This design comes from an exercise in tuning for small area on the open sky130 flow, not from production work. Only simulation tests tie the RTL to the original design; equivalence was not proved. Power figures rest on the tool's default switching activity, not on a simulated workload.

== v6 ==
==> flow/design.v <==
package net_tx_pkg;
  typedef logic [7:0]  byte_t;       
  typedef logic [47:0] mac_addr_t;   
  typedef logic [31:0] ip_addr_t;    
  typedef logic [15:0] port_t;       
  typedef logic [15:0] length_t;     
  typedef enum logic [1:0] {SEQ_IDLE, SEQ_READY, SEQ_START, SEQ_BUSY} seq_state_t;
  typedef enum logic [2:0] {
    MAC_IDLE,
    MAC_PREAMBLE,
    MAC_HEADER,
    MAC_PAYLOAD,
    MAC_FCS
  } mac_state_t;
  typedef enum logic [1:0] {IP_IDLE, IP_HEADER, IP_PAYLOAD} ip_state_t;
  localparam byte_t       PREAMBLE_BYTE    = 8'h55;
  localparam byte_t       SFD_BYTE         = 8'hD5;
  localparam int          PREAMBLE_LEN     = 8;      
  localparam int          MAC_HEADER_LEN   = 14;     
  localparam logic [15:0] ETHERTYPE_IPV4   = 16'h0800;
  localparam int          FCS_LEN          = 4;
  localparam logic [31:0] CRC_POLY         = 32'hEDB88320;   
  localparam logic [31:0] CRC_RESIDUE_INIT = 32'hFFFFFFFF;
  localparam int          IFG_LEN          = 12;     
  localparam int          IP_HEADER_LEN  = 20;
  localparam byte_t       IP_TTL         = 8'd128;
  localparam byte_t       IP_PROTO_UDP   = 8'd17;
  localparam logic [15:0] IP_FLAGS_DF    = 16'h4000;   
  localparam int          UDP_HEADER_LEN = 8;
  localparam port_t       LOCAL_PORT     = 16'd1024;
  localparam int MIN_PAYLOAD = 18;
  localparam int MAX_PAYLOAD = 1472;
endpackage
`timescale 1ns/1ps
module network_tx (
  input  logic        tx_clock,
  input  logic        rst,
  input  logic        udp_tx_request,
  input  logic [15:0] udp_tx_length,
  input  logic [7:0]  udp_tx_data,
  output logic        udp_tx_enable,
  output logic        udp_tx_active,
  input  logic        run,
  input  logic [47:0] local_mac,
  input  logic [31:0] local_ip,
  input  logic [47:0] dest_mac,
  input  logic [31:0] dest_ip,
  input  logic [15:0] dest_port,
  output logic [7:0]  phy_txd,
  output logic        phy_tx_en
);
  logic [6:0]  p;
  logic [10:0] pc;         
  logic [47:0] tx_dest_mac;
  logic [31:0] tx_dest_ip;
  logic [15:0] tx_dest_port;
  logic [31:0] crc_q;
  logic [31:0] crc_n;
  logic [15:0] acc;        
  logic        acc_c;      
  logic        acc_g;      
  logic [7:0]  m;          
  logic [7:0]  cd;         
  logic [7:0]  cb;         
  logic [7:0]  ipb;        
  logic [7:0]  macb;       
  logic [10:0] sl;         
  logic        fcs, crc_g;
  assign sl = pc + ((p > 7'd44) ? 11'd56 : 11'd54) + {10'd0, (p == 7'd41) || (p == 7'd63)};
  always_ff @(posedge tx_clock) begin
    if (rst) p <= '0;
    else if (p == 7'd0) p <= udp_tx_request ? 7'd13 : 7'd0;
    else if (p == 7'd65) p <= (pc == 11'd1998) ? 7'd66 : 7'd65;
    else if (p == 7'd83) p <= '0;
    else p <= p + 7'd1;
  end
  always_ff @(posedge tx_clock) begin
    if (p == 7'd13) pc <= udp_tx_length[10:0];
    else pc <= pc - 11'd1;
  end
  assign udp_tx_enable = (p == 7'd14);
  assign udp_tx_active = (p == 7'd64) || (p == 7'd65 && pc != 11'd1998);
  always_ff @(posedge tx_clock) begin
    if (!run) begin
      tx_dest_mac  <= dest_mac;
      tx_dest_ip   <= dest_ip;
      tx_dest_port <= dest_port;
    end
  end
  always_comb begin
    case (p[4:0])
      5'd18: ipb = local_ip[31:24];
      5'd19: ipb = local_ip[23:16];
      5'd20: ipb = local_ip[15:8];
      5'd21: ipb = local_ip[7:0];
      5'd22: ipb = tx_dest_ip[31:24];
      5'd23: ipb = tx_dest_ip[23:16];
      5'd24: ipb = tx_dest_ip[15:8];
      5'd25: ipb = tx_dest_ip[7:0];
      default: ipb = 8'h00;
    endcase
  end
  always_comb begin
    case (p[3:0])
      4'd8: macb = tx_dest_mac[47:40];
      4'd9: macb = tx_dest_mac[39:32];
      4'd10: macb = tx_dest_mac[31:24];
      4'd11: macb = tx_dest_mac[23:16];
      4'd12: macb = tx_dest_mac[15:8];
      4'd13: macb = tx_dest_mac[7:0];
      4'd14: macb = local_mac[47:40];
      4'd15: macb = local_mac[39:32];
      4'd0: macb = local_mac[31:24];
      4'd1: macb = local_mac[23:16];
      4'd2: macb = local_mac[15:8];
      default: macb = local_mac[7:0];
    endcase
  end
  always_comb begin
    if (p == 7'd13) cb = 8'h12;
    else if (p == 7'd14) cb = 8'h05;
    else if (p >= 7'd18 && p <= 7'd25) cb = ipb;
    else if (p == 7'd40 || p == 7'd41) cb = m;
    else if (p >= 7'd64) cb = udp_tx_data;
    else cb = 8'h00;
  end
  assign acc_g = (p > 7'd14) && (p < 7'd63);
  always_ff @(posedge tx_clock) begin
    {acc_c, acc[15:8]} <= {1'b0, acc[7:0] & {8{acc_g}}} + {1'b0, cb} + {8'd0, acc_c & acc_g};
    acc[7:0] <= acc[15:8];
  end
  always_comb begin
    case (p)
      7'd24, 7'd25, 7'd26, 7'd27, 7'd28, 7'd29, 7'd30, 7'd31, 7'd32, 7'd33, 7'd34, 7'd35: m = macb;
      7'd36: m = 8'h08;
      7'd38: m = 8'h45;
      7'd40: m = {5'd0, sl[10:8]};
      7'd41: m = sl[7:0];
      7'd44: m = 8'h40;
      7'd46: m = 8'h80;
      7'd47: m = 8'h11;
      7'd48, 7'd49: m = ~acc[7:0];
      7'd50, 7'd51, 7'd52, 7'd53, 7'd54, 7'd55, 7'd56, 7'd57: m = ipb;
      7'd58: m = 8'h04;
      7'd60: m = tx_dest_port[15:8];
      7'd61: m = tx_dest_port[7:0];
      7'd62: m = {5'd0, sl[10:8]};
      7'd63: m = sl[7:0];
      7'd65, 7'd66: m = acc[7:0];
      default: m = 8'h00;
    endcase
  end
  always_comb begin
    case (p)
      7'd20: cd = 8'h62;
      7'd21: cd = 8'h81;
      7'd22: cd = 8'h90;
      7'd23: cd = 8'hD9;
      default: cd = m;
    endcase
  end
  assign fcs   = (p >= 7'd67) && (p <= 7'd70);
  assign crc_g = !fcs && !((p >= 7'd20) && (p <= 7'd23));
  crc32_byte crc_inst (.c(crc_q), .g(crc_g), .d(cd), .n(crc_n));
  always_ff @(posedge tx_clock) crc_q <= crc_n;
  always_comb begin
    if (p >= 7'd16 && p <= 7'd22) phy_txd = 8'h55;
    else if (p == 7'd23) phy_txd = 8'hD5;
    else if (fcs) phy_txd = ~crc_q[7:0];
    else phy_txd = m;
  end
  assign phy_tx_en = (p >= 7'd16) && (p <= 7'd70);
endmodule
module crc32_byte (
  input  logic [31:0] c,
  input  logic        g,
  input  logic [7:0]  d,
  output logic [31:0] n
);
  logic [7:0] x;
  assign x = (c[7:0] & {8{g}}) ^ d;
  wire s0 = x[0] ^ x[5];
  wire s1 = x[2] ^ x[3];
  wire s2 = x[1] ^ x[7];
  wire s3 = x[6] ^ s1;
  wire s4 = x[4] ^ x[7];
  wire s5 = x[6] ^ s0;
  wire s6 = x[1] ^ x[2];
  wire s7 = x[0] ^ x[4];
  wire s8 = x[1] ^ s0;
  wire s9 = x[6] ^ s2;
  wire s10 = x[3] ^ x[4];
  wire s11 = x[3] ^ s4;
  wire s12 = x[6] ^ s11;
  wire s13 = x[4] ^ s5;
  wire s14 = x[2] ^ s4;
  wire s15 = s2 ^ s10;
  wire s16 = x[5] ^ s3;
  assign n[0] = x[2] ^ c[8];
  assign n[1] = x[0] ^ x[3] ^ c[9];
  assign n[2] = x[1] ^ c[10] ^ s7;
  assign n[3] = x[5] ^ c[11] ^ s6;
  assign n[4] = x[0] ^ c[12] ^ s3;
  assign n[5] = c[13] ^ s15;
  assign n[6] = x[4] ^ x[5] ^ c[14];
  assign n[7] = c[15] ^ s5;
  assign n[8] = c[16] ^ s9;
  assign n[9] = x[7] ^ c[17];
  assign n[10] = x[2] ^ c[18];
  assign n[11] = x[3] ^ c[19];
  assign n[12] = c[20] ^ s7;
  assign n[13] = c[21] ^ s8;
  assign n[14] = x[6] ^ c[22] ^ s6;
  assign n[15] = x[7] ^ c[23] ^ s1;
  assign n[16] = c[24] ^ s1 ^ s7;
  assign n[17] = c[25] ^ s8 ^ s10;
  assign n[18] = c[26] ^ s6 ^ s13;
  assign n[19] = c[27] ^ s2 ^ s16;
  assign n[20] = c[28] ^ s12;
  assign n[21] = x[5] ^ c[29] ^ s14;
  assign n[22] = c[30] ^ s16;
  assign n[23] = c[31] ^ s12;
  assign n[24] = s0 ^ s14;
  assign n[25] = s3 ^ s8;
  assign n[26] = s2 ^ s3 ^ s7;
  assign n[27] = x[5] ^ s15;
  assign n[28] = s13;
  assign n[29] = s2 ^ s5;
  assign n[30] = x[0] ^ s9;
  assign n[31] = s2;
endmodule
==> flow/config.mk <==
export PLATFORM = sky130hd
export DESIGN_NAME = network_tx
export DESIGN_NICKNAME = network_tx
export VERILOG_FILES = /design/flow/design.v
export SDC_FILE = /design/flow/constraint.sdc
export NUM_CORES = 4
export LEC_CHECK = 0
export CAP_MARGIN = 20
export CORE_MARGIN = 2
export CORE_UTILIZATION = 40
export GPL_TIMING_DRIVEN = 0
export SLEW_MARGIN = 20
==> flow/constraint.sdc <==
create_clock -name core_clock -period 10.0 [get_ports {tx_clock}]
set_input_delay 2.0000 -clock core_clock [delete_from_list [all_inputs] [get_ports {tx_clock}]]
set_output_delay 2.0000 -clock core_clock [all_outputs]
set_load 0.01 [all_outputs]
standard.sh (not shown) runs the stock make flow with config.mk's settings and CLKGATE_MAP_FILE= SYNTH_SCRIPT=/design/flow/synth_recipe.tcl, a recipe that flattens the netlist after the stock synthesis.
==> flow/flow/run.sh <==
#!/bin/bash
# The standard layout (standard.sh) with these changes:
#  - synthesis maps the logic with an area-oriented abc script (deepsyn,
#    then area-recovering mapping) and leaves
#    adders to abc instead of half/full-adder cells (registers are mapped
#    before either step, so they are the standard synthesis's registers)
#  - each port gets the smallest buffer, sky130_fd_sc_hd__buf_1
#  - the clock tree uses clkbuf_8 and no dummy loads
set -euo pipefail
rm -rf scripts
cp -r "$FLOW_HOME/scripts" scripts
cp flow/abc_area.script scripts/abc_speed.script
export SCRIPTS_DIR="$PWD/scripts"
export ADDER_MAP_FILE=
export BUFFER_PORTS_ARGS="-buffer_cell sky130_fd_sc_hd__buf_1"
export CTS_ARGS="-sink_clustering_enable -repair_clock_nets -dont_use_dummy_load -buf_list sky130_fd_sc_hd__clkbuf_8"
bash standard.sh > standard.log 2>&1
==> flow/flow/abc_area.script <==
&get -n
&st
&deepsyn -T 60
&dch
&nf -R 1000
&put
Every stage of the flow completed for v6, and the final layout passed the timing, design-rule and antenna checks.
What v7 does differently from v6 at the input level:
- GPL_TIMING_DRIVEN removed (was 0)
Results
Reported for v7 and v6, number of pins exceeding their max-slew limit in the final report turned out identical to the last digit. Looking at v7 and v6, the clock skew is a wash. Changes observed in v7 relative to v6: required time reported for the critical path endpoint shows a reduction of 0.03 ns; sequential cell power closely matched the old numbers. When the final numbers for v7 and v6 were put side by side, the setup slack of the critical path after layout turned out to be greater in v7. Summary — wire length per cell after detailed routing, v7 relative to v6: lower, by about 1.8%. For v6, the launch point of the worst path was p[2], unlike v7, where it was p[6]. Taking v6 as the reference, in v7 routed wire length stayed essentially flat, length of routed wiring on met1 now sits higher, clock share of power held steady.

port drivers added, routing unchanged:
No port has a modelled driver above. Below, the same layouts with a new extraction and two added sets of constraints.
Step 1 sets driving cells, clkbuf_16 on the clock port and buf_2 on the other inputs (assumed; they add their load-dependent delay and slew).
Step 2 moves the port delays by t, midway between the first and last clock arrival at a register: inputs arrive t later, outputs are due t later. That takes back most of the time a late clock gives input paths.
Three values: no drivers, after step 1, after step 2; two values: the first two.
| run | t, ns | setup WS [ns] | worst register clock-pin slew, ns |
|---|---|---|---|
| v6 | 0.491 | 2.647 / 2.647 / 2.647 | 0.10 / 0.10 |
| v7 | 0.488 | 3.238 / 3.238 / 3.084 | 0.10 / 0.10 |
After both steps setup and hold are still met in every run listed. For v7, which loses most, drivers alone change the setup slack by 0.000 ns; drivers and shift together by -0.154 ns.
